Background: an optimization exercise with open tools, aiming at small area. Do not read the settings as production practice. Function was checked by simulation only, so behaviour that the tests miss may differ from the original. No activity file was given, so power comes from the tool's default toggle rates.

`flow/config.mk`:
```
export PLATFORM = sky130hd
export DESIGN_NAME = mc51_cu
export DESIGN_NICKNAME = mc51_cu
export VERILOG_FILES = /design/flow/design.v
export SDC_FILE = /design/flow/constraint.sdc
export NUM_CORES = 4
export LEC_CHECK = 0
export CAP_MARGIN = 20
export CORE_MARGIN = 2
export CORE_UTILIZATION = 40
export SLEW_MARGIN = 20
export SYNTH_HIERARCHICAL = 1
export SYNTH_MINIMUM_KEEP_SIZE = 0
```
`flow/constraint.sdc`:
```
create_clock -name core_clock -period 8.0 [get_ports {clk}]
set_input_delay 1.6000 -clock core_clock [delete_from_list [all_inputs] [get_ports {clk}]]
set_output_delay 1.6000 -clock core_clock [all_outputs]
set_load 0.01 [all_outputs]
```
`flow/design.v`:
```
`timescale 1ns/1ps
`default_nettype none
package mc51_sfr_pkg;
	localparam logic [7:0] SFR_ACC = 8'hE0;
	localparam logic [7:0] SFR_B   = 8'hF0;
	localparam logic [7:0] SFR_SP  = 8'h81;
	localparam logic [7:0] SFR_DPL = 8'h82;
	localparam logic [7:0] SFR_DPH = 8'h83;
	localparam logic [7:0] SFR_PSW = 8'hD0;
	localparam logic [7:0] IRAM_UPPER_BASE = 8'h80;
	localparam logic [15:0] PC_RESET  = 16'h0000;
	localparam logic [7:0]  SP_RESET  = 8'h07;
	localparam logic [7:0]  PSW_RESET = 8'h00;
	typedef enum logic [2:0] {
		TO_ACC,
		TO_B,
		TO_SP,
		TO_DPH,
		TO_DPL,
		TO_IDLE
	} reg_tar_e;
	typedef enum logic [2:0] {
		FROM_NULL,
		FROM_S2,
		FROM_S3,
		FROM_A_TEMP,
		FROM_B_TEMP
	} reg_sor_e;
	typedef struct packed {
		logic [7:0] acc;
		logic [7:0] b;
		logic [7:0] sp;
		logic [7:0] dpl;
		logic [7:0] dph;
		logic [7:0] psw;
	} core_regs_t;
endpackage
`default_nettype wire
`timescale 1ns/1ps
`default_nettype none
package mc51_cycle_pkg;
	typedef enum logic [3:0] {
		S1_0,
		S1_1,
		S2_0,
		S2_1,
		S3_0,
		S3_1,
		S4_0,
		S4_1,
		S5_0,
		S5_1,
		S6_0,
		HALT_LOOP
	} mc_state_e;
	typedef enum logic [2:0] {
		DISCARD,
		IND_EXROM,
		IND_EXRAM,
		IND_IRAM,
		DIR_IRAM
	} fetch_mode_e;
	typedef enum logic [2:0] {
		WR_DISCARD,
		WR_IND_IRAM,
		WR_DIR_IRAM,
		WR_EXRAM
	} write_mode_e;
	typedef enum logic [2:0] {
		PC_NUL,
		PC_11B,
		PC_REL2,
		PC_REL3,
		PC_IND,
		PC_16B
	} pc_reload_e;
	typedef enum logic [1:0] {
		SRC_MEM,
		SRC_IRAM,
		SRC_SFR
	} buf_src_e;
	typedef struct packed {
		fetch_mode_e              s2_mode;
		fetch_mode_e              s3_mode;
		write_mode_e              wr_mode;
		logic                     s2_upd_pc;
		logic                     s3_upd_pc;
		logic [2:0]               reg_tar;   
		logic [2:0]               reg_sor;   
		pc_reload_e               pc_mode;
		logic                     jp_active;
	} decode_t;
	typedef struct packed {
		logic [15:0] s2;
		logic [15:0] s3;
		logic [15:0] s5;
	} addr_t;
	typedef struct packed {
		logic [7:0] o1;
		logic [7:0] o2;
		logic [7:0] psw;
		logic       ready;
	} alu_t;
	typedef struct packed {
		logic rd_n;
		logic psen_n;
		logic we_n;
	} bus_t;
	typedef struct packed {
		logic     ld_instr;
		logic     ld_s2;
		logic     ld_s3;
		buf_src_e src;
	} buf_ctrl_t;
	typedef struct packed {
		logic [7:0] instr;
		logic [7:0] s2;
		logic [7:0] s3;
	} bufs_t;
endpackage
`default_nettype wire
`timescale 1ns/1ps
`default_nettype none
module mc51_iram #(
	parameter int IRAM_DEPTH = 128
) (
	input  wire                    clk,
	input  wire                    i_we,
	input  wire  [6:0]             i_addr,
	input  wire  [7:0]             i_wdata,
	output logic [7:0]             o_rd
);
	localparam int L  = 4;                
	localparam int NR = IRAM_DEPTH / L;   
	localparam int NS = NR * L;           
	logic [2:0] phase;
	logic [7:0] ring [NR][L];
	logic       p_valid;
	logic [6:0] p_addr;
	logic [7:0] p_data;
	logic [2:0] a_u;
	logic [2:0] p_u;
	logic       a_entry;
	logic       p_entry;
	logic       a_direct;
	logic [NR-1:0] ins;
	logic [7:0] ins_n;
	logic [7:0] ring_d0 [NR];
	logic [NR-1:0] rsel;
	logic [L-1:0]  ssel;
	logic [NS-1:0] seln;
	logic [NS/2-1:0] hit0 [8];
	logic [7:0] ring_rd;
	assign a_u      = {1'b0, i_addr[1:0]} + phase;
	assign p_u      = {1'b0, p_addr[1:0]} + phase;
	assign a_entry  = (a_u[1:0] == 2'(L-1));
	assign p_entry  = (p_u[1:0] == 2'(L-1));
	assign a_direct = i_we && a_entry;
	always_comb begin
		for (int r = 0; r < NR; r++) begin
			ins[r] = (a_direct && i_addr[6:2] == 5'(r)) ||
				(p_valid && p_entry && p_addr[6:2] == 5'(r));
		end
	end
	assign ins_n = i_we ? (i_wdata ^ {8{a_u[2]}}) : (p_data ^ {8{p_u[2]}});
	for (genvar r = 0; r < NR; r++) begin : g_ins
		for (genvar b = 0; b < 8; b++) begin : g_b
			mc51_mux2i u_mux (
				.i_s  (ins[r]),
				.i_a  (ring[r][L-1][b]),
				.i_b  (ins_n[b]),
				.o_yn (ring_d0[r][b])
			);
		end
	end
	always_ff @(posedge clk) begin
		phase <= phase + 3'd1;
		for (int r = 0; r < NR; r++) begin
			for (int s = 1; s < L; s++) ring[r][s] <= ring[r][s-1];
			ring[r][0] <= ring_d0[r];
		end
	end
	always_ff @(posedge clk) begin
		if (i_we && !a_entry) begin
			p_valid <= 1'b1;
			p_addr  <= i_addr;
			p_data  <= i_wdata;
		end else if (p_entry) begin
			p_valid <= 1'b0;
		end
	end
	always_comb begin
		for (int r = 0; r < NR; r++) rsel[r] = (i_addr[6:2] == 5'(r));
		for (int s = 0; s < L; s++) ssel[s] = (a_u[1:0] == 2'(s));
		for (int r = 0; r < NR; r++)
			for (int s = 0; s < L; s++)
				seln[r*L+s] = ~(rsel[r] & ssel[s]);
	end
	for (genvar b = 0; b < 8; b++) begin : g_bit
		for (genvar i = 0; i < NS/2; i++) begin : g_pair
			mc51_rd2 u_rd2 (
				.i_seln0 (seln[2*i]),
				.i_d0    (ring[(2*i)/L][(2*i)%L][b]),
				.i_seln1 (seln[2*i+1]),
				.i_d1    (ring[(2*i+1)/L][(2*i+1)%L][b]),
				.o_hit0  (hit0[b][i])
			);
		end
		assign ring_rd[b] = ~(|hit0[b]);
	end
	assign o_rd = (p_valid && p_addr == i_addr) ? p_data : (ring_rd ^ {8{a_u[2]}});
endmodule
module mc51_rd2 (
	input  wire  i_seln0,
	input  wire  i_d0,
	input  wire  i_seln1,
	input  wire  i_d1,
	output logic o_hit0
);
	assign o_hit0 = ~((i_seln0 | i_d0) & (i_seln1 | i_d1));
endmodule
module mc51_mux2i (
	input  wire  i_s,
	input  wire  i_a,
	input  wire  i_b,
	output logic o_yn
);
	assign o_yn = ~(i_s ? i_b : i_a);
endmodule
`default_nettype wire
`timescale 1ns/1ps
`default_nettype none
module mc51_cu #(
	parameter int IRAM_DEPTH = 128
) (
	input  wire                        clk,
	input  wire                        reset_n,
	input  wire  [20:0]                i_dec_flat,
	input  wire  [47:0]                i_addr_flat,
	input  wire  [24:0]                i_alu_flat,
	input  wire  [7:0]                 i_mem_wdata,
	input  wire  [7:0]                 i_mem_rdata,
	input  wire                        i_data_rdy,
	output logic [2:0]                 o_bus,
	output logic [3:0]                 o_state,
	output logic [15:0]                o_pc,
	output logic [23:0]                o_bufs,
	output logic [47:0]                o_regs,
	output logic                       o_err_halt
);
	mc51_cycle_pkg::decode_t                    i_dec;
	mc51_cycle_pkg::addr_t                      i_addr;
	mc51_cycle_pkg::alu_t                       i_alu;
	mc51_cycle_pkg::bus_t                       bus;
	mc51_cycle_pkg::mc_state_e                  state_q;
	mc51_cycle_pkg::mc_state_e                  state_d;
	mc51_cycle_pkg::mc_state_e                  s2_next;
	mc51_cycle_pkg::bufs_t                      bufs;
	mc51_sfr_pkg::core_regs_t   regs;
	assign i_dec      = i_dec_flat;
	assign i_addr     = i_addr_flat;
	assign i_alu      = i_alu_flat;
	assign o_bus      = bus;
	assign o_state    = state_q;
	assign o_bufs     = bufs;
	assign o_regs     = regs;
	assign o_err_halt = (state_q == mc51_cycle_pkg::HALT_LOOP);
	logic       ld_instr;
	logic       ld_s2;
	logic       ld_s3;
	logic       pc_inc;
	logic       pc_reload;
	logic       alu_load;
	logic       sfr_wr;
	logic       iram_we;
	logic [7:0] addr;
	logic [7:0] iram_rd;
	logic [7:0] sfr_rd;
	logic [7:0] rd;
	always_ff @(posedge clk or negedge reset_n) begin
		if (!reset_n) begin
			state_q <= mc51_cycle_pkg::S1_0;
		end else begin
			state_q <= state_d;
		end
	end
	assign s2_next = (i_dec.s3_mode == mc51_cycle_pkg::DISCARD) ? mc51_cycle_pkg::S4_0 : mc51_cycle_pkg::S3_0;
	always_comb begin
		state_d   = state_q;
		bus       = '1;
		ld_instr  = 1'b0;
		ld_s2     = 1'b0;
		ld_s3     = 1'b0;
		pc_inc    = 1'b0;
		pc_reload = 1'b0;
		alu_load  = 1'b0;
		sfr_wr    = 1'b0;
		iram_we   = 1'b0;
		case (state_q)
			mc51_cycle_pkg::S1_0: begin
				bus.rd_n   = 1'b0;
				bus.psen_n = 1'b0;
				state_d    = mc51_cycle_pkg::S1_1;
			end
			mc51_cycle_pkg::S1_1: begin
				bus.rd_n   = 1'b0;
				bus.psen_n = 1'b0;
				if (i_data_rdy) begin
					ld_instr = 1'b1;
					pc_inc   = 1'b1;
					state_d  = mc51_cycle_pkg::S2_0;
				end
			end
			mc51_cycle_pkg::S2_0: begin
				case (i_dec.s2_mode)
					mc51_cycle_pkg::DISCARD: state_d = mc51_cycle_pkg::S4_0;
					mc51_cycle_pkg::IND_EXROM, mc51_cycle_pkg::IND_EXRAM: begin
						bus.rd_n   = 1'b0;
						bus.psen_n = (i_dec.s2_mode == mc51_cycle_pkg::IND_EXRAM);
						state_d    = mc51_cycle_pkg::S2_1;
					end
					mc51_cycle_pkg::IND_IRAM, mc51_cycle_pkg::DIR_IRAM: begin
						if (i_addr.s2[7] && i_dec.s2_mode == mc51_cycle_pkg::IND_IRAM) begin
							state_d = mc51_cycle_pkg::HALT_LOOP;
						end else begin
							ld_s2   = 1'b1;
							state_d = s2_next;
						end
					end
					default: state_d = mc51_cycle_pkg::HALT_LOOP;
				endcase
			end
			mc51_cycle_pkg::S2_1: begin
				bus.rd_n   = 1'b0;
				bus.psen_n = (i_dec.s2_mode == mc51_cycle_pkg::IND_EXRAM);
				if (i_data_rdy) begin
					ld_s2   = 1'b1;
					pc_inc  = i_dec.s2_upd_pc;
					state_d = s2_next;
				end
			end
			mc51_cycle_pkg::S3_0: begin
				case (i_dec.s3_mode)
					mc51_cycle_pkg::DISCARD: state_d = mc51_cycle_pkg::S4_0;
					mc51_cycle_pkg::IND_EXROM, mc51_cycle_pkg::IND_EXRAM: begin
						bus.rd_n   = 1'b0;
						bus.psen_n = (i_dec.s3_mode == mc51_cycle_pkg::IND_EXRAM);
						state_d    = mc51_cycle_pkg::S3_1;
					end
					mc51_cycle_pkg::IND_IRAM, mc51_cycle_pkg::DIR_IRAM: begin
						if (i_addr.s3[7] && i_dec.s3_mode == mc51_cycle_pkg::IND_IRAM) begin
							state_d = mc51_cycle_pkg::HALT_LOOP;
						end else begin
							ld_s3   = 1'b1;
							state_d = mc51_cycle_pkg::S4_0;
						end
					end
					default: state_d = mc51_cycle_pkg::HALT_LOOP;
				endcase
			end
			mc51_cycle_pkg::S3_1: begin
				bus.rd_n   = 1'b0;
				bus.psen_n = (i_dec.s3_mode == mc51_cycle_pkg::IND_EXRAM);
				if (i_data_rdy) begin
					ld_s3   = 1'b1;
					pc_inc  = i_dec.s3_upd_pc;
					state_d = mc51_cycle_pkg::S4_0;
				end
			end
			mc51_cycle_pkg::S4_0: begin
				if (i_alu.ready) begin
					state_d = mc51_cycle_pkg::S4_1;
				end
			end
			mc51_cycle_pkg::S4_1: begin
				alu_load = 1'b1;
				state_d  = mc51_cycle_pkg::S5_0;
			end
			mc51_cycle_pkg::S5_0: begin
				case (i_dec.wr_mode)
					mc51_cycle_pkg::WR_DISCARD: state_d = mc51_cycle_pkg::S6_0;
					mc51_cycle_pkg::WR_IND_IRAM, mc51_cycle_pkg::WR_DIR_IRAM: begin
						if (!i_addr.s5[7]) begin
							iram_we = 1'b1;
							state_d = mc51_cycle_pkg::S6_0;
						end else if (i_dec.wr_mode == mc51_cycle_pkg::WR_DIR_IRAM) begin
							sfr_wr  = 1'b1;
							state_d = mc51_cycle_pkg::S6_0;
						end else begin
							state_d = mc51_cycle_pkg::HALT_LOOP;
						end
					end
					mc51_cycle_pkg::WR_EXRAM: begin
						bus.we_n = 1'b0;
						state_d  = mc51_cycle_pkg::S5_1;
					end
					default: state_d = mc51_cycle_pkg::HALT_LOOP;
				endcase
			end
			mc51_cycle_pkg::S5_1: begin
				bus.we_n = 1'b0;
				if (i_data_rdy) begin
					state_d = mc51_cycle_pkg::S6_0;
				end
			end
			mc51_cycle_pkg::S6_0: begin
				pc_reload = i_dec.jp_active;
				state_d   = mc51_cycle_pkg::S1_0;
			end
			default: state_d = mc51_cycle_pkg::HALT_LOOP;
		endcase
		if (!reset_n) begin
			bus = '1;
		end
	end
	assign addr = state_q[3] ? i_addr.s5[7:0] : (state_q[2] ? i_addr.s3[7:0] : i_addr.s2[7:0]);
	assign rd = state_q[0] ? i_mem_rdata : (addr[7] ? sfr_rd : iram_rd);
	always_ff @(posedge clk or negedge reset_n) begin
		if (!reset_n) begin
			bufs <= '0;
		end else begin
			if (ld_instr) bufs.instr <= i_mem_rdata;
			if (ld_s2)    bufs.s2    <= rd;
			if (ld_s3)    bufs.s3    <= rd;
		end
	end
	logic [15:0] add_a;
	logic [15:0] add_b;
	logic [15:0] sum;
	logic [15:0] pc_d;
	logic        pc_ind;
	assign pc_ind = pc_reload && (i_dec.pc_mode == mc51_cycle_pkg::PC_IND);
	always_comb begin
		add_a = pc_ind ? {regs.dph, regs.dpl} : o_pc;
		add_b = 16'd0;
		if (pc_inc) begin
			add_b = 16'd1;
		end else if (pc_reload) begin
			case (i_dec.pc_mode)
				mc51_cycle_pkg::PC_REL2: add_b = {{8{bufs.s2[7]}}, bufs.s2};
				mc51_cycle_pkg::PC_REL3: add_b = {{8{bufs.s3[7]}}, bufs.s3};
				mc51_cycle_pkg::PC_IND:  add_b = {8'h00, regs.acc};
				default: add_b = 16'd0;
			endcase
		end
	end
	assign sum = add_a + add_b;
	always_comb begin
		pc_d = sum;
		if (!pc_inc && pc_reload) begin
			case (i_dec.pc_mode)
				mc51_cycle_pkg::PC_11B:  pc_d = {o_pc[15:11], bufs.instr[7:5], bufs.s2};
				mc51_cycle_pkg::PC_16B:  pc_d = {bufs.s3, bufs.s2};
				default: pc_d = sum;
			endcase
		end
	end
	always_ff @(posedge clk or negedge reset_n) begin
		if (!reset_n) begin
			o_pc <= mc51_sfr_pkg::PC_RESET;
		end else begin
			o_pc <= pc_d;
		end
	end
	logic [7:0] wd;
	logic a_acc, a_b, a_sp, a_dpl, a_dph, a_psw;
	logic e_acc, e_b, e_sp, e_dpl, e_dph, e_psw;
	assign a_acc = (addr == mc51_sfr_pkg::SFR_ACC);
	assign a_b   = (addr == mc51_sfr_pkg::SFR_B);
	assign a_sp  = (addr == mc51_sfr_pkg::SFR_SP);
	assign a_dpl = (addr == mc51_sfr_pkg::SFR_DPL);
	assign a_dph = (addr == mc51_sfr_pkg::SFR_DPH);
	assign a_psw = (addr == mc51_sfr_pkg::SFR_PSW);
	assign sfr_rd = ({8{a_acc}} & regs.acc) | ({8{a_b}} & regs.b) |
		({8{a_sp}} & regs.sp) | ({8{a_dpl}} & regs.dpl) |
		({8{a_dph}} & regs.dph) | ({8{a_psw}} & regs.psw);
	always_comb begin
		wd = i_mem_wdata;
		if (alu_load) begin
			case (i_dec.reg_sor)
				3'd1:    wd = bufs.s2;
				3'd2:    wd = bufs.s3;
				3'd3:    wd = i_alu.o1;
				3'd4:    wd = i_alu.o2;
				default: wd = 8'h00;
			endcase
		end
	end
	assign e_acc = alu_load ? (i_dec.reg_tar == 3'd0) : (sfr_wr && a_acc);
	assign e_b   = alu_load ? (i_dec.reg_tar == 3'd1) : (sfr_wr && a_b);
	assign e_sp  = alu_load ? (i_dec.reg_tar == 3'd2) : (sfr_wr && a_sp);
	assign e_dph = alu_load ? (i_dec.reg_tar == 3'd3) : (sfr_wr && a_dph);
	assign e_dpl = alu_load ? (i_dec.reg_tar == 3'd4) : (sfr_wr && a_dpl);
	assign e_psw = alu_load || (sfr_wr && a_psw);
	always_ff @(posedge clk or negedge reset_n) begin
		if (!reset_n) begin
			regs.acc <= 8'h00;
			regs.b   <= 8'h00;
			regs.sp  <= mc51_sfr_pkg::SP_RESET;
			regs.dpl <= 8'h00;
			regs.dph <= 8'h00;
			regs.psw <= mc51_sfr_pkg::PSW_RESET;
		end else begin
			if (e_acc) regs.acc <= wd;
			if (e_b)   regs.b   <= wd;
			if (e_sp)  regs.sp  <= wd;
			if (e_dpl) regs.dpl <= wd;
			if (e_dph) regs.dph <= wd;
			if (e_psw) regs.psw <= alu_load ? i_alu.psw : i_mem_wdata;
		end
	end
	mc51_iram #(
		.IRAM_DEPTH (IRAM_DEPTH)
	) mc51_iram_inst (
		.clk     (clk),
		.i_we    (iram_we),
		.i_addr  (addr[6:0]),
		.i_wdata (i_mem_wdata),
		.o_rd    (iram_rd)
	);
endmodule
`default_nettype wire
```
`flow/run.sh`:
```
#!/bin/bash
# synth_recipe.tcl (not shown) runs the flow's synth.tcl, then flattens the netlist and writes it again
# the make line also repeats each setting of config.mk as NAME=value (left out here)
make -C /OpenROAD-flow-scripts/flow DESIGN_CONFIG=/design/flow/config.mk WORK_HOME=/design/flow/orfs CLKGATE_MAP_FILE= SYNTH_SCRIPT=/design/flow/synth_recipe.tcl finish
```
==> summary.md, run 1 <==
| Metric | Value |
|---|---|
| Status | `complete, no violations` |
| Leak Pwr | `16.4 nW` |
| R2R setup slack | `1730 ps` |
| Mean Syn Cell Area | `12.0 um2` |
| Crit end category | `flip-flop` |
| Syn nets | `3172` |
| End-of-flow core utilization | `48.9%` |
| Fraction of layout cells with a size suffix above 1 | `11.4%` |
| # rows | `110` |
| CTS Sinks | `1135` |
| Ant. Diodes | `0` |
| CTS Hold Buffers Added | `0` |
| Hold Crit Class | `flip-flop to flip-flop` |
| Initial antenna violation count | `0` |
| H-tree depth | `3` |
| Starting density of the core | `40.5%` |
| Vias/cell | `5.72` |
| Area Overhead vs Synth | `20.8%` |
| Most common cell after layout, fill and taps aside | `dfxtp_1` |
| Total stage count of the critical path | `19` |
| Tcrit/Tclk final | `83.8%` |
| Ranking of synthesized cells by area | `dfxtp_1 56%, o22ai_1 9.1%, mux2i_1 8.5%` |
| Worst Path Arrival | `7250 ps` |
| Post-DRT Antenna Nets | `0` |
| Synth Cell Area | `0.0365 mm2` |
| Synth area leader | `dfxtp_1` |
| Commonest non-fill, non-tap cells in the layout | `1028 x dfxtp_1, 528 x o22ai_1, 308 x mux2i_1` |
| CP max stage delay | `630 ps` |
| Least-Margin Pin Slew | `1140 ps` |
| DR pass1 iterations | `6` |
| Post-Layout Cell Count | `4600` |
| RSZ-0062 raised after global routing | `no` |
| Slowest cell on the critical path | `fa_1` |
| Crit path launch | `i_addr_flat[17]` |
| Sequential area share after synthesis | `64.0%` |
| Crit path capture | `bufs[7]` |
| Reg2Reg Launch Point | `state_q[2]` |
| GR Layer Usage met1 | `32.6%` |
| Max Cap Viol | `0` |
| Dpl hpwl | `79.6 mm` |
| Vias in the first global route | `26600` |
| Ys Warns | `12` |
| Most used flip-flop cell after synthesis | `dfxtp_1` |
| Clock-pin slew on the worst setup and hold paths | `70 ps` |
| # setup viols final | `0` |
| Max frequency | `149 MHz` |
| Post-Place Cells | `4403` |
| Crit path required time | `8550 ps` |
| Die area | `0.0936 mm2` |
| Max-slew violations | `0` |
| Crit Path Class | `input pin to flip-flop` |
| # IOs | `209` |
| Post-CTS Setup Bufs | `0` |
| Met2 GRT Util | `37.6%` |
| GRT busiest layer | `met2` |
| TritonCTS buffer count | `109` |
| Crit-path most repeated cell | `nand2_1` |
| Worst Reg-to-Reg Cells | `18` |
| Synthesis-stage register bit count | `1135` |
| Crit-path cells | `clkdlybuf4s50_1 -> mux2i_1 -> o21a_1 -> inv_1 -> fa_1 -> and2_2 -> buf_4 -> nand2_1 -> o22ai_1 -> nor4_1 -> nand4_1 -> nor4_2 -> xor2_1 -> o21ai_1 -> nand2_1 -> nand2_1 -> a221oi_1 -> buf_4 -> o21ai_0` |
| Max Clock Skew | `60.7 ps` |
| Setup Total Neg Slack | `0 ps` |
| Skew-Pair Late Insertion Delay | `700 ps` |
| DRC viols | `0` |
| Final worst path period need | `6700 ps` |
| Slew HR | `24.2%` |
| Final Total Pwr | `14.8 mW` |
| Synth cell types | `84` |
| Yosys top cell area share | `56.4%` |
| Synthesized instance count | `3038` |
| GR Layer Usage met3 | `4.30%` |
| Total grt overflow | `0` |
| Final RePlAce weighted congestion | `0.906` |
| Die Wd | `306 um` |
| GR Util All Layers | `23.8%` |
| FF-to-FF End | `bufs[7]` |
| Pwr dens | `335 mW/mm2` |
| CP delay by family, top | `simple AND/OR/NAND/NOR gates` |
| Asr flop ratio synth | `8.11%` |
| Vias | `26300` |
| First-pass GRT wire length | `169 mm` |
| CTS tree | `yes` |
| Type of origin of the critical path | `input pin` |
| Drt initial violations | `2186` |
| Crit Path Max Fanout | `20` |
| # resized after CTS | `0` |
| Final Hold Vio Count | `0` |
| # port buffers | `184` |
| CP bufs+invs | `4` |
| Drt total wl | `114 mm` |
| Max VDD drop | `0.190 mV` |
| Final nets | `3473` |
| Die Height | `306 um` |
| Clk buf depth | `3` |
| Largest net degree at the start of global routing | `53` |
| WL/cell | `24.8 um` |
| Clk root buf | `clkbuf_16` |
| Post-synth EDFFs | `15` |
| Core Area | `0.0901 mm2` |
[through the flow]
step	setup WS, ps	cell area [um2]	hold slack [ps]
floorplan	3030	36500	331
CTS	1420	44000	306
detailed placement	741	40300	335
global placement	768	40300	332
finish	1300	44100	304
global route	1260	44100	301
[synthesized netlist by cell type (10+ instances only)]
| master | n |
|---|---|
| nor2b_1 | 17 |
| xnor2_1 | 28 |
| nor2_1 | 93 |
| nor3_1 | 13 |
| and3_1 | 12 |
| a211oi_1 | 10 |
| inv_1 | 26 |
| mux2_1 | 10 |
| mux2i_1 | 308 |
| dfxtp_1 | 1028 |
| dfrtp_1 | 89 |
| o21ai_0 | 38 |
| nand3_1 | 14 |
| nand2b_1 | 18 |
| o31ai_1 | 17 |
| o22ai_1 | 528 |
| clkbuf_1 | 42 |
| a21oi_1 | 51 |
| nor4_1 | 129 |
| buf_2 | 20 |
| o32ai_1 | 34 |
| ha_1 | 18 |
| edfxtp_1 | 15 |
| nand4_1 | 41 |
| xor2_1 | 22 |
| or3_1 | 15 |
| nand2_1 | 195 |
| mux2_2 | 55 |
[cell type report]
type | count | area [um2]
Inverter | 29 | 109
Clock buffer | 169 | 3310
Clock inverter | 27 | 338
Tap cell | 1176 | 1470
Sequential cell | 1135 | 23300
Fill cell | 8074 | 46100
Multi-Input combinational cell | 1804 | 13100
Timing Repair Buffer | 260 | 2420
[sequential cells by signal, indices dropped and copies added (netlist names)]
| register | flops |
|---|---|
| mc51_iram_inst.ring | 1024 |
| regs | 48 |
| bufs | 24 |
| o_pc | 16 |
| mc51_iram_inst.p_data | 8 |
| mc51_iram_inst.p_addr | 7 |
| state_q | 4 |
| mc51_iram_inst.phase | 3 |
| mc51_iram_inst.p_valid | 1 |
[where the power goes]
group | switching, mW | internal, mW
Combinational | 2.17 | 1.21
Clock | 2.22 | 2.93
Sequential | 0.325 | 5.90
[modules after synthesis, one instance, submodules excluded, excerpt]
| module | flops+latches | area [um2] |
|---|---|---|
| mc51_mux2i | 0 | 10.0 |
| mc51_rd2 | 0 | 6.26 |
| mc51_cu | 92 | 6660 |
[metal layers]
layer / share of wire (%) / routed length (um)
met5: 0 / 0
met4: 3.2 / 3700
met3: 6.3 / 7160
met2: 45 / 51900
met1: 45 / 51400
[worst register-to-register path, stage by stage, from the launching register on]
cell      delay, ps
dfrtp_1         770
mux2i_1         450
o21a_1          320
inv_1           210
fa_1            630
and2_2          490
buf_4           350
nand2_1         390
o22ai_1         140
nor4_1          510
nand4_1         310
nor4_2          480
xor2_1          230
o21ai_1         100
nand2_1          90
nand2_1          70
a221oi_1        340
buf_4           200
o21ai_0          80
[worst min-delay path by stage]
stage                                      from                           to  slack [ps]  depth (start not counted)
floorplan           mc51_iram_inst.ring[100][0]  mc51_iram_inst.ring[101][0]         330                          0
global placement     mc51_iram_inst.ring[50][0]   mc51_iram_inst.ring[51][0]         330                          0
detailed placement   mc51_iram_inst.ring[98][4]   mc51_iram_inst.ring[99][4]         330                          0
CTS                  mc51_iram_inst.ring[98][6]   mc51_iram_inst.ring[99][6]         310                          0
global route         mc51_iram_inst.ring[98][6]   mc51_iram_inst.ring[99][6]         300                          0
finish               mc51_iram_inst.ring[98][6]   mc51_iram_inst.ring[99][6]         300                          0
[cells by family after synthesis]
group | count (synthesis) | share of synthesized area (%)
xor+xnor | 51 | 1.28
flops | 1135 | 64.0
mux | 377 | 10.7
buf+inv | 99 | 1.20
simple gates | 595 | 8.55
fa+ha+maj | 21 | 0.782
compound gates | 760 | 13.6
==> run 2: changes to the inputs <==
--- a/flow/design.v
+++ b/flow/design.v
@@ -131,17 +131,46 @@
 	output logic [7:0]             o_rd
 );
-	localparam int L  = 4;                
-	localparam int NR = IRAM_DEPTH / L;   
-	localparam int NS = NR * L;           
+	localparam int L  = 6;    
+	localparam int NR = 21;   
+	localparam int NS = NR * L;
+	function automatic logic [8:0] map_addr(input logic [6:0] a);
+		logic [4:0] v;
+		logic [4:0] ring;
+		logic [2:0] slot;
+		logic       fixed;
+		v     = {a[6:3], a[0]};
+		fixed = 1'b0;
+		if (a[2:0] < 3'd6) begin
+			ring = {1'b0, a[6:3]};
+			slot = a[2:0];
+		end else if (v < 5'd30) begin
+			ring = 5'd16 + 5'(v / 5'd6);
+			slot = 3'(v % 5'd6);
+		end else begin
+			ring  = 5'd0;
+			slot  = 3'd0;
+			fixed = 1'b1;
+		end
+		map_addr = {fixed, ring, slot};
+	endfunction
 	logic [2:0] phase;
+	logic       lap;
 	logic [7:0] ring [NR][L];
+	logic [7:0] fixed_q [2];
 	logic       p_valid;
-	logic [6:0] p_addr;
+	logic [4:0] p_ring;
+	logic [2:0] p_slot;
 	logic [7:0] p_data;
-	logic [2:0] a_u;
-	logic [2:0] p_u;
+	logic       a_fixed;
+	logic [4:0] a_ring;
+	logic [2:0] a_slot;
+	logic [3:0] a_u;
+	logic [3:0] p_u;
+	logic [2:0] a_stage;
+	logic       a_inv;
+	logic       p_inv;
 	logic       a_entry;
 	logic       p_entry;
-	logic       a_direct;
+	logic       a_ring_we;
 	logic [NR-1:0] ins;
 	logic [7:0] ins_n;
@@ -152,16 +181,24 @@
 	logic [NS/2-1:0] hit0 [8];
 	logic [7:0] ring_rd;
-	assign a_u      = {1'b0, i_addr[1:0]} + phase;
-	assign p_u      = {1'b0, p_addr[1:0]} + phase;
-	assign a_entry  = (a_u[1:0] == 2'(L-1));
-	assign p_entry  = (p_u[1:0] == 2'(L-1));
-	assign a_direct = i_we && a_entry;
+	logic [8:0] a_map;
+	assign a_map   = map_addr(i_addr);
+	assign a_fixed = a_map[8];
+	assign a_ring  = a_map[7:3];
+	assign a_slot  = a_map[2:0];
+	assign a_u     = {1'b0, a_slot} + {1'b0, phase};
+	assign p_u     = {1'b0, p_slot} + {1'b0, phase};
+	assign a_stage = (a_u >= 4'(L)) ? 3'(a_u - 4'(L)) : a_u[2:0];
+	assign a_inv   = lap ^ (a_u >= 4'(L));
+	assign p_inv   = lap ^ (p_u >= 4'(L));
+	assign a_entry = (a_u == 4'(L-1));
+	assign p_entry = (p_u == 4'(L-1));
+	assign a_ring_we = i_we && !a_fixed;
 	always_comb begin
 		for (int r = 0; r < NR; r++) begin
-			ins[r] = (a_direct && i_addr[6:2] == 5'(r)) ||
-				(p_valid && p_entry && p_addr[6:2] == 5'(r));
+			ins[r] = (a_ring_we && a_entry && a_ring == 5'(r)) ||
+				(p_valid && p_entry && p_ring == 5'(r));
 		end
 	end
-	assign ins_n = i_we ? (i_wdata ^ {8{a_u[2]}}) : (p_data ^ {8{p_u[2]}});
+	assign ins_n = i_we ? (i_wdata ^ {8{a_inv}}) : (p_data ^ {8{p_inv}});
 	for (genvar r = 0; r < NR; r++) begin : g_ins
 		for (genvar b = 0; b < 8; b++) begin : g_b
@@ -175,5 +212,10 @@
 	end
 	always_ff @(posedge clk) begin
-		phase <= phase + 3'd1;
+		if (phase >= 3'(L-1)) begin
+			phase <= 3'd0;
+			lap   <= ~lap;
+		end else begin
+			phase <= phase + 3'd1;
+		end
 		for (int r = 0; r < NR; r++) begin
 			for (int s = 1; s < L; s++) ring[r][s] <= ring[r][s-1];
@@ -182,7 +224,12 @@
 	end
 	always_ff @(posedge clk) begin
-		if (i_we && !a_entry) begin
+		if (i_we && a_fixed && !i_addr[0]) fixed_q[0] <= i_wdata;
+		if (i_we && a_fixed &&  i_addr[0]) fixed_q[1] <= i_wdata;
+	end
+	always_ff @(posedge clk) begin
+		if (a_ring_we && !a_entry) begin
 			p_valid <= 1'b1;
-			p_addr  <= i_addr;
+			p_ring  <= a_ring;
+			p_slot  <= a_slot;
 			p_data  <= i_wdata;
 		end else if (p_entry) begin
@@ -191,6 +238,6 @@
 	end
 	always_comb begin
-		for (int r = 0; r < NR; r++) rsel[r] = (i_addr[6:2] == 5'(r));
-		for (int s = 0; s < L; s++) ssel[s] = (a_u[1:0] == 2'(s));
+		for (int r = 0; r < NR; r++) rsel[r] = (a_ring == 5'(r));
+		for (int s = 0; s < L; s++) ssel[s] = (a_stage == 3'(s));
 		for (int r = 0; r < NR; r++)
 			for (int s = 0; s < L; s++)
@@ -209,5 +256,13 @@
 		assign ring_rd[b] = ~(|hit0[b]);
 	end
-	assign o_rd = (p_valid && p_addr == i_addr) ? p_data : (ring_rd ^ {8{a_u[2]}});
+	always_comb begin
+		if (a_fixed) begin
+			o_rd = fixed_q[i_addr[0]];
+		end else if (p_valid && p_ring == a_ring && p_slot == a_slot) begin
+			o_rd = p_data;
+		end else begin
+			o_rd = ring_rd ^ {8{a_inv}};
+		end
+	end
 endmodule
 module mc51_rd2 (
--- a/flow/config.mk
+++ b/flow/config.mk
@@ -6,8 +6,10 @@
 export NUM_CORES = 4
 export LEC_CHECK = 0
-export CAP_MARGIN = 20
+export CAP_MARGIN = 5
 export CORE_MARGIN = 2
-export CORE_UTILIZATION = 40
-export SLEW_MARGIN = 20
+export CORE_UTILIZATION = 60
+export CTS_BUF_LIST = sky130_fd_sc_hd__clkbuf_8
+export CTS_CLUSTER_SIZE = 30
+export SLEW_MARGIN = 5
 export SYNTH_HIERARCHICAL = 1
 export SYNTH_MINIMUM_KEEP_SIZE = 0
==> summary.md, run 2 <==
| Metric | Value |
|---|---|
| Fraction of layout cells with a size suffix above 1 | `20.5% (+9.2 points)` |
| Post-DRT Antenna Nets | `0 (unchanged)` |
| Drt total wl | `116 mm (+1.6%)` |
| Status | `complete, no violations` |
| Crit path required time | `8690 ps (+140 ps)` |
| Dpl hpwl | `83.2 mm (+4.6%)` |
| Commonest non-fill, non-tap cells in the layout | `1012 x dfxtp_1, 525 x o22ai_1, 412 x buf_4` |
| Starting density of the core | `60.4% (+20 points)` |
| Max frequency | `130 MHz (-13%)` |
| Drt initial violations | `2711 (+24%)` |
| RSZ-0062 raised after global routing | `yes` |
| Final worst path period need | `7680 ps (+983 ps)` |
| # port buffers | `184 (unchanged)` |
| Most used flip-flop cell after synthesis | `dfxtp_1` |
| Skew-Pair Late Insertion Delay | `830 ps (+130 ps)` |
| Most common cell after layout, fill and taps aside | `dfxtp_1` |
| GR Util All Layers | `36.6% (+13 points)` |
| Clk root buf | `clkbuf_8` |
| Mean Syn Cell Area | `12.0 um2 (about the same)` |
| Leak Pwr | `18.2 nW (+11%)` |
| Worst Path Arrival | `8380 ps (+1130 ps)` |
| Top cells by count, synth | `1012 x dfxtp_1, 525 x o22ai_1, 230 x mux2i_1, 218 x nand2_1, 133 x nor4_1` |
| Synth area leader | `dfxtp_1` |
| Synthesized instance count | `3026 (-0.39%)` |
| Hold Crit Class | `flip-flop to flip-flop` |
| Vias in the first global route | `29100 (+9.3%)` |
| Setup Total Neg Slack | `0 ps (unchanged)` |
| H-tree depth | `4 (+1)` |
| TritonCTS buffer count | `168 (+54%)` |
| WL/cell | `25.0 um (+0.78%)` |
| Ys Warns | `14 (+2)` |
| Final Total Pwr | `16.8 mW (+14%)` |
| Crit end category | `flip-flop` |
| Synth cell types | `96 (+14%)` |
| Synthesis-stage register bit count | `1137 (+0.18%)` |
| First-pass GRT wire length | `174 mm (+2.7%)` |
| Largest register FFs | `1008 (-1.6%)` |
| Ranking of synthesized cells by area | `dfxtp_1 56%, o22ai_1 9.0%, mux2i_1 6.3%` |
| DR pass1 iterations | `6 (unchanged)` |
| Max Clock Skew | `42.4 ps (-18.3 ps)` |
| Die Wd | `250 um (-18%)` |
| CTS tree | `yes` |
| # setup viols final | `0 (unchanged)` |
| Final nets | `3873 (+12%)` |
| Largest Register | `mc51_iram_inst.ring` |
| Post-CTS Setup Bufs | `0 (unchanged)` |
| Max-slew violations | `0 (unchanged)` |
| Syn nets | `3167 (-0.16%)` |
| Crit-path most repeated cell | `buf_4` |
| Crit Path Class | `input pin to flip-flop` |
| CTS Sinks | `1137 (+0.18%)` |
| # IOs | `209 (unchanged)` |
| Tcrit/Tclk final | `96.1% (+12 points)` |
| Max VDD drop | `0.282 mV (+48%)` |
| Die Height | `250 um (-18%)` |
| Clock-pin slew on the worst setup and hold paths | `70 ps (about the same)` |
| Area Overhead vs Synth | `25.8%` |
| Cell with the most instances after synthesis | `dfxtp_1` |
| Slew HR | `17.0% (-7.2 points)` |
| Synth Cell Area | `0.0363 mm2 (-0.46%)` |
| Post-synth EDFFs | `33 (+18)` |
| Initial antenna violation count | `2 (+2)` |
| CP max stage delay | `750 ps (+120 ps)` |
| Total grt overflow | `0 (unchanged)` |
| Clk buf depth | `3 (unchanged)` |
| Type of origin of the critical path | `input pin` |
| Crit Path Max Fanout | `11 (-45%)` |
| Slowest cell on the critical path | `nor3_4` |
| Final RePlAce weighted congestion | `0.963 (+6.3%)` |
| Largest net degree at the start of global routing | `57 (+7.5%)` |
| Least-Margin Pin Slew | `1230 ps (+96.7 ps)` |
| DRC viols | `0 (unchanged)` |
| Pwr dens | `369 mW/mm2 (+10%)` |
| CTS Hold Buffers Added | `0 (unchanged)` |
| Die area | `0.0625 mm2 (-33%)` |
| Asr flop ratio synth | `8.09% (-0.014 points)` |
| Final Hold Vio Count | `0 (unchanged)` |
| End-of-flow core utilization | `76.0% (+27 points)` |
| Largest regs | `mc51_iram_inst.ring (1008), regs (48), bufs (24)` |
| Vias | `28700 (+9.1%)` |
| Core Area | `0.0601 mm2 (-33%)` |
| Sequential area share after synthesis | `64.9% (+0.90 points)` |
| # rows | `90 (-18%)` |
| Yosys top cell area share | `55.8% (-0.62 points)` |
| Max Cap Viol | `0 (unchanged)` |
| Vias/cell | `6.19 (+8.2%)` |
## run 2: logic make-up (layout without fill, tap and decap cells)
| kind of cell | after synthesis | after routing | share of synthesized area, % |
|---|---|---|---|
| other | 0 | 1 | 0 |
| flip-flops | 1137 | 1137 | 64.9 |
| AND/OR/NAND/NOR | 635 | 635 | 9.02 |
| multiplexers | 299 | 299 | 8.56 |
| XOR/XNOR | 47 | 47 | 1.18 |
| AO/OA/AOI/OAI | 773 | 773 | 14.0 |
| buffers and inverters | 107 | 936 | 1.31 |
| adder cells (fa/ha/maj) | 28 | 28 | 1.03 |
## run 2: critical path, delay by kind of cell
| kind | cells | cell delay, ps |
|---|---|---|
| AND/OR/NAND/NOR | 10 | 2300 |
| AO/OA/AOI/OAI | 10 | 1990 |
| buffers and inverters | 7 | 1320 |
| adder cells (fa/ha/maj) | 3 | 720 |
| XOR/XNOR | 2 | 350 |
| multiplexers | 1 | 80 |
## run 2: power breakdown
group          switching, mW  total [mW]  internal, mW
Sequential             0.322        6.23          5.91
Clock                   2.22        4.61          2.39
Combinational           3.37        6.00          2.63
Total                   5.91        16.8          10.9
## run 2: cell type report
type | instances | area, um2
inverters | 42 | 158
flip-flops and latches | 1137 | 23600
diodes | 1 | 2.50
repair buffers | 601 | 5040
well taps | 782 | 978
clock inverters | 90 | 544
clock buffers | 203 | 2790
fillers | 4008 | 14500
multi-input cells | 1782 | 12600
## run 2: through the flow
stage / hold WS (ps) / instance area (um2) / cells / worst slack [ps]
after global routing: 328 / 45700 / 4638 / -25.1
after detailed placement: 336 / 42200 / 4344 / -708
after floorplan: 331 / 36300 / 3026 / 711
after global placement: 334 / 42200 / 4344 / -554
final: 332 / 45700 / 4638 / 315
after CTS: 328 / 45500 / 4637 / 198
## run 2: routing by layer
layer  share of wire (%)  wire length, um  up-vias  global-route usage, %
li1                    -                -    13000                      -
met1                  41            47700    14000                   47.8
met2                  45            52300     1397                   57.0
met3                 8.5             9890      343                   8.57
met4                 5.2             6050        2                   18.9
met5               0.010               12        -                      0
## run 2: path summary, 6_finish.rpt
kind                                        startpoint                     endpoint  slack [ps]  depth (start not counted)
setup / recovery                       i_addr_flat[21]                      bufs[2]         320                         33
hold / removal             mc51_iram_inst.ring[122][1]  mc51_iram_inst.ring[123][1]         330                          0
setup reg to reg                            state_q[3]                      bufs[2]         650                         31
hold reg to reg            mc51_iram_inst.ring[122][1]  mc51_iram_inst.ring[123][1]         330                          0
max in group asynchronous                      reset_n                     regs[41]        6070                          2
min in group asynchronous                      reset_n                     o_pc[12]         770                          1
## run 2: repair_timing
action	CTS	global route
endpoints found under the hold margin	0	0
endpoints found under the setup margin	0	16
gates resized for setup	0	26
## run 2: Yosys stat by module (local to each module, per instance), a selection
module / copies in the design / cells inside / flip-flops and latches / area (um2)
mc51_rd2: 504 / 1 / 0 / 6.26
mc51_mux2i: 168 / 1 / 0 / 10.0
mc51_cu: 1 / 708 / 92 / 6660
==> run 3: changes to the inputs <==
==> flow/config.mk (replaced) <==
export PLATFORM = sky130hd
export DESIGN_NAME = mc51_cu
export DESIGN_NICKNAME = mc51_cu
export VERILOG_FILES = /design/flow/design.v
export SDC_FILE = /design/flow/constraint.sdc
export NUM_CORES = 4
export LEC_CHECK = 0
export CAP_MARGIN = 20
export CORE_MARGIN = 2
export CORE_UTILIZATION = 40
export CTS_CLUSTER_DIAMETER = 120
export CTS_CLUSTER_SIZE = 25
export SLEW_MARGIN = 20
export SYNTH_HIERARCHICAL = 1
export SYNTH_MINIMUM_KEEP_SIZE = 0
==> summary.md, run 3 <==
| Metric | Value |
|---|---|
| Yosys top cell area share | `55.8% (unchanged)` |
| DR pass1 iterations | `5 (-1)` |
| Total grt overflow | `0 (unchanged)` |
| CTS Sinks | `1137 (unchanged)` |
| Asr flop ratio synth | `8.09% (unchanged)` |
| CP bufs+invs | `11 (+4)` |
| Hold Crit Class | `flip-flop to flip-flop` |
| Most common cell after layout, fill and taps aside | `dfxtp_1` |
| Max VDD drop | `0.225 mV (-20%)` |
| Die Height | `305 um (+22%)` |
| Placed Area | `0.0425 mm2 (+0.79%)` |
| Final nets | `3733 (-3.6%)` |
| Final worst path period need | `7740 ps (+60.1 ps)` |
| Max Cap Viol | `0 (unchanged)` |
| Vias in the first global route | `26000 (-11%)` |
| Mean Syn Cell Area | `12.0 um2 (unchanged)` |
| DRC viols | `0 (unchanged)` |
| TritonCTS buffer count | `51 (-70%)` |
| Final RePlAce weighted congestion | `0.914 (-5.1%)` |
| CP max stage delay | `450 ps (-300 ps)` |
| Drt initial violations | `2128 (-22%)` |
| Largest register FFs | `1008 (unchanged)` |
| CTS tree | `yes` |
| Final Total Pwr | `15.2 mW (-10%)` |
| Clk root buf | `clkbuf_16` |
| Dpl hpwl | `83.6 mm (+0.49%)` |
| Max frequency | `129 MHz (-0.78%)` |
| Crit path required time | `8520 ps (-170 ps)` |
| Slowest cell on the critical path | `clkdlybuf4s50_1` |
| Die Wd | `305 um (+22%)` |
| Tcrit/Tclk final | `96.8% (+0.75 points)` |
| Commonest non-fill, non-tap cells in the layout | `1012 x dfxtp_1, 525 x o22ai_1, 387 x buf_4` |
| Final instance area | `0.0442 mm2 (-3.2%)` |
| Drt total wl | `111 mm (-4.4%)` |
| WL/cell | `23.2 um (-7.2%)` |
| Largest Register | `mc51_iram_inst.ring` |
| Slew HR | `32.0% (+15 points)` |
| Syn nets | `3167 (unchanged)` |
| Synth area leader | `dfxtp_1` |
| Crit-path most repeated cell | `buf_4` |
| Largest regs | `mc51_iram_inst.ring (1008), regs (48), bufs (24)` |
| Final Hold Vio Count | `0 (unchanged)` |
| Status | `complete, no violations` |
| Ys Warns | `14 (unchanged)` |
| Max-slew violations | `0 (unchanged)` |
| Ranking of synthesized cells by area | `dfxtp_1 56%, o22ai_1 9.0%, mux2i_1 6.3%` |
| # IOs | `209 (unchanged)` |
| Area Overhead vs Synth | `21.8%` |
| Post-synth EDFFs | `33 (unchanged)` |
| Vias/cell | `5.54 (-11%)` |
| Max Clock Skew | `35.5 ps (-6.88 ps)` |
| Pwr dens | `343 mW/mm2 (-7.0%)` |
| Post-DRT Antenna Nets | `0 (unchanged)` |
| Clock-pin slew on the worst setup and hold paths | `100 ps (+30 ps)` |
| Cell with the most instances after synthesis | `dfxtp_1` |
| Fraction of layout cells with a size suffix above 1 | `17.1% (-3.4 points)` |
| Least-Margin Pin Slew | `1010 ps (-220 ps)` |
| GR Util All Layers | `23.0% (-14 points)` |
| Synth Cell Area | `0.0363 mm2 (unchanged)` |
| CTS Hold Buffers Added | `0 (unchanged)` |
| Sequential area share after synthesis | `64.9% (unchanged)` |
| Crit Path Class | `input pin to flip-flop` |
| Core Area | `0.0900 mm2 (+50%)` |
| Clk pwr share | `19.2% (-8.2 points)` |
| Crit Path Max Fanout | `7 (-4)` |
| Crit end category | `flip-flop` |
| Synthesized instance count | `3026 (unchanged)` |
| Switching share of power | `36.0% (+0.88 points)` |
| Type of origin of the critical path | `input pin` |
| Synth cell types | `96 (unchanged)` |
| Die area | `0.0932 mm2 (+49%)` |
| Skew-Pair Late Insertion Delay | `650 ps (-180 ps)` |
| Worst Path Arrival | `8260 ps (-120 ps)` |
| H-tree depth | `2 (-2)` |
| Leak Pwr | `16.9 nW (-7.1%)` |
| Internal | `9.71 mW (-11%)` |
| Final worst setup slack | `255 ps (-60.1 ps)` |
| Top cells by count, synth | `1012 x dfxtp_1, 525 x o22ai_1, 230 x mux2i_1, 218 x nand2_1, 133 x nor4_1` |
| # port buffers | `184 (unchanged)` |
| Pre-CTS setup slack | `-729 ps (-21.3 ps)` |
| Net switching power | `5.46 mW (-7.7%)` |
| Vias | `26500 (-7.9%)` |
| # setup viols final | `0 (unchanged)` |
| Synthesis-stage register bit count | `1137 (unchanged)` |
| Starting density of the core | `40.3% (-20 points)` |
| Largest net degree at the start of global routing | `66 (+16%)` |
| Combinational share of power | `40.0% (+4.4 points)` |
| # rows | `110 (+22%)` |
| Most used flip-flop cell after synthesis | `dfxtp_1` |
| Initial antenna violation count | `1 (-1)` |
| Fillers | `8191 (+100%)` |
| Share of power burned in registers | `40.8% (+3.8 points)` |
| First-pass GRT wire length | `163 mm (-5.9%)` |
| Clk buf depth | `3 (unchanged)` |
| CP delay by family, top | `simple AND/OR/NAND/NOR gates` |
-- run 3: cell counts after synthesis --
No cell type changed its count.
-- run 3: modules after synthesis, one instance, submodules excluded, excerpt --
module,flops+latches,times used
mc51_cu,92,1
mc51_mux2i,0,168
mc51_rd2,0,504
-- run 3: per-stage QoR --
step                std cells  hold WS (ps)  utilization [%]  TNS, ps
floorplan                3026           331                -        0
CTS                      4774           314             48.8        0
detailed placement       4711           335             47.3    -9100
finish                   4779           321             49.1        0
global route             4779           323             49.1    -29.2
global placement         4711           332             47.3    -7960
-- run 3: final cells by class --
| class | count | area [um2] | share of cell area, % |
|---|---|---|---|
| Sequential cell | 1137 | 23600 | 53.3 |
| Multi-Input combinational cell | 1782 | 12800 | 28.9 |
| Timing Repair Buffer | 578 | 4890 | 11.1 |
| Tap cell | 1176 | 1470 | 3.33 |
| Clock buffer | 58 | 1310 | 2.97 |
| Inverter | 42 | 158 | 0.356 |
| Clock inverter | 5 | 61.3 | 0.139 |
| Antenna cell | 1 | 2.50 | 0.00566 |
-- run 3: path summary, 6_finish.rpt --
check,slack (ps),end,cells past startpoint,start
worst max-delay path,260,bufs[1],39,i_addr_flat[21]
worst min-delay path,320,mc51_iram_inst.ring[75][1],0,mc51_iram_inst.ring[74][1]
worst max register to register,890,bufs[1],37,state_q[2]
worst min register to register,320,mc51_iram_inst.ring[75][1],0,mc51_iram_inst.ring[74][1]
max in group asynchronous,5860,regs[34],2,reset_n
min in group asynchronous,910,o_pc[12],1,reset_n
-- run 3: kinds of logic after synthesis --
| logic type | count (synthesis) | synth area share, % |
|---|---|---|
| AO/OA/AOI/OAI | 773 | 14.0 |
| XOR/XNOR | 47 | 1.18 |
| adder cells (fa/ha/maj) | 28 | 1.03 |
| buffers and inverters | 107 | 1.31 |
| flip-flops | 1137 | 64.9 |
| multiplexers | 299 | 8.56 |
| AND/OR/NAND/NOR | 635 | 9.02 |
-- run 3: what timing repair did --
action,in CTS,in global routing
pin swaps,0,11
setup buffers,0,4
resized for setup,1,50
endpoints found under the setup margin,2,16
-- run 3: power groups by stage --
stage | logic, mW | clock network (mW) | registers, mW
2_1_floorplan | 2.69 | 0 | 6.24
3_3_place_gp | 5.71 | 0 | 6.31
3_5_place_dp | 5.73 | 0 | 6.31
4_1_cts | 5.76 | 2.98 | 6.18
5_1_grt | 6.36 | 3.16 | 6.21
6_report | 6.06 | 2.91 | 6.18
-- run 3: metal layers --
metal / share of wire [%] / GRT usage [%] / routed length [um] / vias to the layer above
met4: 3.4 / 7.62 / 3750 / 0
met2: 46 / 36.9 / 50400 / 763
met5: 0 / 0 / 0 / -
met1: 45 / 32.2 / 50300 / 12900
met3: 5.7 / 2.72 / 6290 / 175
li1: - / - / - / 12600
==> run 4: changes to the inputs <==
==> flow/flow/run.sh (new file) <==
#!/bin/bash
# Own layout flow: the standard ORFS flow (standard.sh, its synthesis
# unchanged) with three changes to how the layout is built:
#  - ports get 1x buffers (sky130_fd_sc_hd__buf_1) instead of delay buffers,
#  - clock tree: sink clusters of up to 25 within 120 um, no dummy loads,
#  - power recovery after global routing (downsizes non-critical cells).
# The make output goes to standard.log; every ORFS step keeps its own log
# under orfs/logs/.
set -euo pipefail
export BUFFER_PORTS_ARGS="-buffer_cell sky130_fd_sc_hd__buf_1"
export CTS_ARGS="-sink_clustering_enable -repair_clock_nets -sink_clustering_size 25 -sink_clustering_max_diameter 120 -dont_use_dummy_load"
export RECOVER_POWER=100
bash standard.sh > standard.log 2>&1
==> flow/standard.sh (new file) <==
#!/bin/bash
# synth_recipe.tcl (not shown) runs the flow's synth.tcl, then flattens the netlist and writes it again
# the make line also repeats each setting of config.mk as NAME=value (left out here)
make -C /OpenROAD-flow-scripts/flow DESIGN_CONFIG=/design/flow/config.mk WORK_HOME=/design/flow/orfs CLKGATE_MAP_FILE= SYNTH_SCRIPT=/design/flow/synth_recipe.tcl "${@:-finish}"
removed: flow/run.sh
==> summary.md, run 4 <==
| Metric | Value |
|---|---|
| Area Overhead vs Synth | `15.3%` |
| Pre-CTS setup slack | `-377 ps (+352 ps)` |
| # rows | `110 (unchanged)` |
| Fraction of layout cells with a size suffix above 1 | `12.7% (-4.5 points)` |
| Pwr dens | `348 mW/mm2 (+1.6%)` |
| Synthesis-stage register bit count | `1137 (unchanged)` |
| Top cells by count, synth | `1012 x dfxtp_1, 525 x o22ai_1, 230 x mux2i_1, 218 x nand2_1, 133 x nor4_1` |
| WL/cell | `23.5 um (+1.4%)` |
| Share of power burned in registers | `42.4% (+1.6 points)` |
| Clk pwr share | `19.4% (+0.2 points)` |
| Mean Syn Cell Area | `12.0 um2 (unchanged)` |
| Crit Path Max Fanout | `7 (unchanged)` |
| Setup Total Neg Slack | `0 ps (unchanged)` |
| DR pass1 iterations | `5 (unchanged)` |
| Largest register FFs | `1008 (unchanged)` |
| Leak Pwr | `15.8 nW (-6.8%)` |
| Synth cell types | `96 (unchanged)` |
| Internal | `9.23 mW (-4.9%)` |
| Asr flop ratio synth | `8.09% (unchanged)` |
| CP delay by family, top | `simple AND/OR/NAND/NOR gates` |
| Largest Register | `mc51_iram_inst.ring` |
| Crit Path Class | `input pin to flip-flop` |
| Core Area | `0.0900 mm2 (unchanged)` |
| Final worst setup slack | `313 ps (+57.7 ps)` |
| Least-Margin Pin Slew | `3300 ps (+2280 ps)` |
| Drt total wl | `110 mm (-0.85%)` |
| Ys Warns | `14 (unchanged)` |
| # setup viols final | `0 (unchanged)` |
| Hold Crit Class | `flip-flop to flip-flop` |
| Net switching power | `5.36 mW (-1.8%)` |
| Syn nets | `3167 (unchanged)` |
| Starting density of the core | `40.3% (unchanged)` |
| Total stage count of the critical path | `39 (unchanged)` |
| Total grt overflow | `0 (unchanged)` |
| CTS tree | `yes` |
| Crit path capture | `bufs[7]` |
| Max-slew violations | `200 (+200)` |
| H-tree depth | `2 (unchanged)` |
| Post-synth EDFFs | `33 (unchanged)` |
| Most common cell after layout, fill and taps aside | `dfxtp_1` |
| Post-CTS Setup Bufs | `0 (unchanged)` |
| Die area | `0.0932 mm2 (unchanged)` |
| Vias in the first global route | `25400 (-2.2%)` |
| Final Total Pwr | `14.6 mW (-3.8%)` |
| Largest regs | `mc51_iram_inst.ring (1008), regs (48), bufs (24)` |
| CP max stage delay | `480 ps (+30 ps)` |
| Post-Place Cells | `4619 (-2.0%)` |
| Slew HR | `-120% (-150 points)` |
| Synth area leader | `dfxtp_1` |
| GR Util All Layers | `22.8% (-0.18 points)` |
| Switching share of power | `36.7% (+0.73 points)` |
| Largest net degree at the start of global routing | `61 (-7.6%)` |
| Most used flip-flop cell after synthesis | `dfxtp_1` |
| CTS Sinks | `1137 (unchanged)` |
| # port buffers | `184 (unchanged)` |
| Final Hold Vio Count | `0 (unchanged)` |
| Post-DRT Antenna Nets | `0 (unchanged)` |
| Max VDD drop | `0.299 mV (+33%)` |
| Cell with the most instances after synthesis | `dfxtp_1` |
| CP bufs+invs | `11 (unchanged)` |
| Final RePlAce weighted congestion | `0.981 (+7.3%)` |
| Slowest cell on the critical path | `nor4_2` |
| Dpl hpwl | `81.3 mm (-2.7%)` |
| Clock-pin slew on the worst setup and hold paths | `100 ps (about the same)` |
| Reg2Reg Launch Point | `state_q[2]` |
| First-pass GRT wire length | `161 mm (-1.3%)` |
| FF-to-FF End | `bufs[7]` |
| Crit end category | `flip-flop` |
| Synth Cell Area | `0.0363 mm2 (unchanged)` |
| Layout violations | `capacitance limit, slew limit` |
| Combinational share of power | `38.2% (-1.8 points)` |
| Max Used Layer | `met4` |
| Type of origin of the critical path | `input pin` |
| Initial antenna violation count | `3 (+2)` |
| Crit-path most repeated cell | `buf_4` |
| Crit path launch | `i_addr_flat[21]` |
| Post-Route M1 WL | `50.2 mm (-0.24%)` |
| Sequential area share after synthesis | `64.9% (unchanged)` |
| Yosys top cell area share | `55.8% (unchanged)` |
| Vias | `26300 (-0.47%)` |
| Vias/cell | `5.63 (+1.8%)` |
| Synthesized instance count | `3026 (unchanged)` |
| Tcrit/Tclk final | `96.1% (-0.72 points)` |
| Worst Reg-to-Reg Cells | `38 (+2.7%)` |
| Final worst path period need | `7690 ps (-57.7 ps)` |
| Fillers | `8414 (+2.7%)` |
| # IOs | `209 (unchanged)` |
| Wire length on met3 | `6.35 mm (+0.99%)` |
| DR WL met2 | `49.0 mm (-2.8%)` |
| Max frequency | `130 MHz (+0.75%)` |
| Clk root buf | `clkbuf_16` |
| Final nets | `3637 (-2.6%)` |
| Die Height | `305 um (unchanged)` |
| Final instance area | `0.0419 mm2 (-5.3%)` |
| Status | `finished with violations` |
| Commonest non-fill, non-tap cells in the layout | `1012 x dfxtp_1, 525 x o22ai_1, 268 x buf_4` |
| Skew-Pair Late Insertion Delay | `660 ps (about the same)` |
| Drt initial violations | `2412 (+13%)` |
| Clk buf depth | `3 (unchanged)` |
| Hold WS | `307 ps (-13.3 ps)` |
| Placed Area | `0.0407 mm2 (-4.3%)` |
| R2R setup slack | `660 ps (-230 ps)` |
| Max Clock Skew | `83.8 ps (+48.2 ps)` |
| DRC viols | `0 (unchanged)` |
| Max Cap Viol | `11 (+11)` |
| Crit path required time | `8470 ps (-50 ps)` |
| Worst Path Arrival | `8160 ps (-100 ps)` |
| End-of-flow core utilization | `46.5% (-2.6 points)` |
| Post-Layout Cell Count | `4674 (-2.2%)` |
| TritonCTS buffer count | `51 (unchanged)` |
| Die Wd | `305 um (unchanged)` |
| Ranking of synthesized cells by area | `dfxtp_1 56%, o22ai_1 9.0%, mux2i_1 6.3%` |
-- run 4: power by group through the flow --
stage               Combinational, mW  Sequential (mW)  Clock (mW)
finish                           5.57             6.19        2.83
global route                     5.84             6.21        3.08
CTS                              5.51             6.18        2.89
detailed placement               5.49             6.31           0
global placement                 5.47             6.31           0
floorplan                        2.69             6.24           0
-- run 4: worst min-delay path by stage --
| stage | startpoint | end | slack [ps] | cells after the start |
|---|---|---|---|---|
| CTS | mc51_iram_inst.ring[73][5] | mc51_iram_inst.ring[74][5] | 310 | 0 |
| global route | mc51_iram_inst.ring[73][5] | mc51_iram_inst.ring[74][5] | 300 | 0 |
| floorplan | mc51_iram_inst.ring[100][0] | mc51_iram_inst.ring[101][0] | 330 | 0 |
| detailed placement | mc51_iram_inst.ring[12][5] | mc51_iram_inst.ring[13][5] | 330 | 0 |
| global placement | mc51_iram_inst.ring[88][5] | mc51_iram_inst.ring[89][5] | 330 | 0 |
| finish | mc51_iram_inst.ring[6][4] | mc51_iram_inst.ring[7][4] | 310 | 0 |
-- run 4: layout make-up --
class | instances | area, um2 | area share (%)
Inverter | 42 | 158 | 0.377
Tap cell | 1176 | 1470 | 3.51
Antenna cell | 4 | 10.0 | 0.0239
Timing Repair Buffer | 482 | 2930 | 7.00
Multi-Input combinational cell | 1782 | 12500 | 29.8
Sequential cell | 1137 | 23600 | 56.3
Clock buffer | 51 | 1280 | 3.05
-- run 4: Yosys stat by module (local to each module, per instance), a selection --
| module | times used | cells | flops+latches | cell area, um2 |
|---|---|---|---|---|
| mc51_rd2 | 504 | 1 | 0 | 6.26 |
| mc51_mux2i | 168 | 1 | 0 | 10.0 |
| mc51_cu | 1 | 708 | 92 | 6660 |
-- run 4: metal layers --
layer / vias to the layer above / global-route usage [%]
met3: 192 / 2.84
met4: 0 / 8.53
met2: 845 / 35.8
met5: - / 0
met1: 12900 / 32.1
li1: 12400 / -
-- run 4: timing repair --
action / CTS / global route
hold buffers: 0 / 0
resized for setup: 0 / 14
setup endpoints to repair: 0 / 8
-- run 4: worst reg2reg max path, delay by kind of cell, from the launching register on --
family | cells | cell delay [ps]
AND/OR/NAND/NOR | 12 | 2140
XOR/XNOR | 2 | 290
buffers and inverters | 10 | 1500
flip-flops | 1 | 620
multiplexers | 2 | 430
adder cells (fa/ha/maj) | 3 | 800
AO/OA/AOI/OAI | 9 | 1450
-- run 4: kinds of logic after synthesis --
logic type / after synthesis / synth area share [%]
compound gates: 773 / 14.0
fa+ha+maj: 28 / 1.03
xor+xnor: 47 / 1.18
mux: 299 / 8.56
buf+inv: 107 / 1.31
simple gates: 635 / 9.02
flops: 1137 / 64.9

-- separate check: timing with driven ports --
No port has a modelled driver above. Below, the same layouts with a new extraction and two added sets of constraints.
Step 1, drivers: a clkbuf_16 drives clk and a buf_2 each remaining input, both assumed.
Step 2 adds t to the input delays and takes it off the output delays; t is the mean of the earliest and latest rising clock arrival at the registers after step 1. Input paths then give back, and output paths get back, about the clock's delay inside the block.
Slacks: ideal ports / drivers / drivers and shift; pairs: ideal ports / drivers.
run	shift t [ns]	setup WS [ns]	hold slack, ns	cell pins on the clock port's net
run 1	0.744	1.298 / 1.347 / 0.603	0.304 / 0.304 / 0.304	1
run 2	0.883	0.315 / 0.357 / -0.526	0.332 / 0.332 / 0.332	1
run 3	0.700	0.255 / 0.295 / -0.404	0.321 / 0.321 / 0.321	1
run 4	0.681	0.313 / 0.358 / -0.323	0.307 / 0.307 / 0.307	1
For run 2, which loses most, drivers alone change the setup slack by +0.042 ns; drivers and shift together by -0.841 ns.
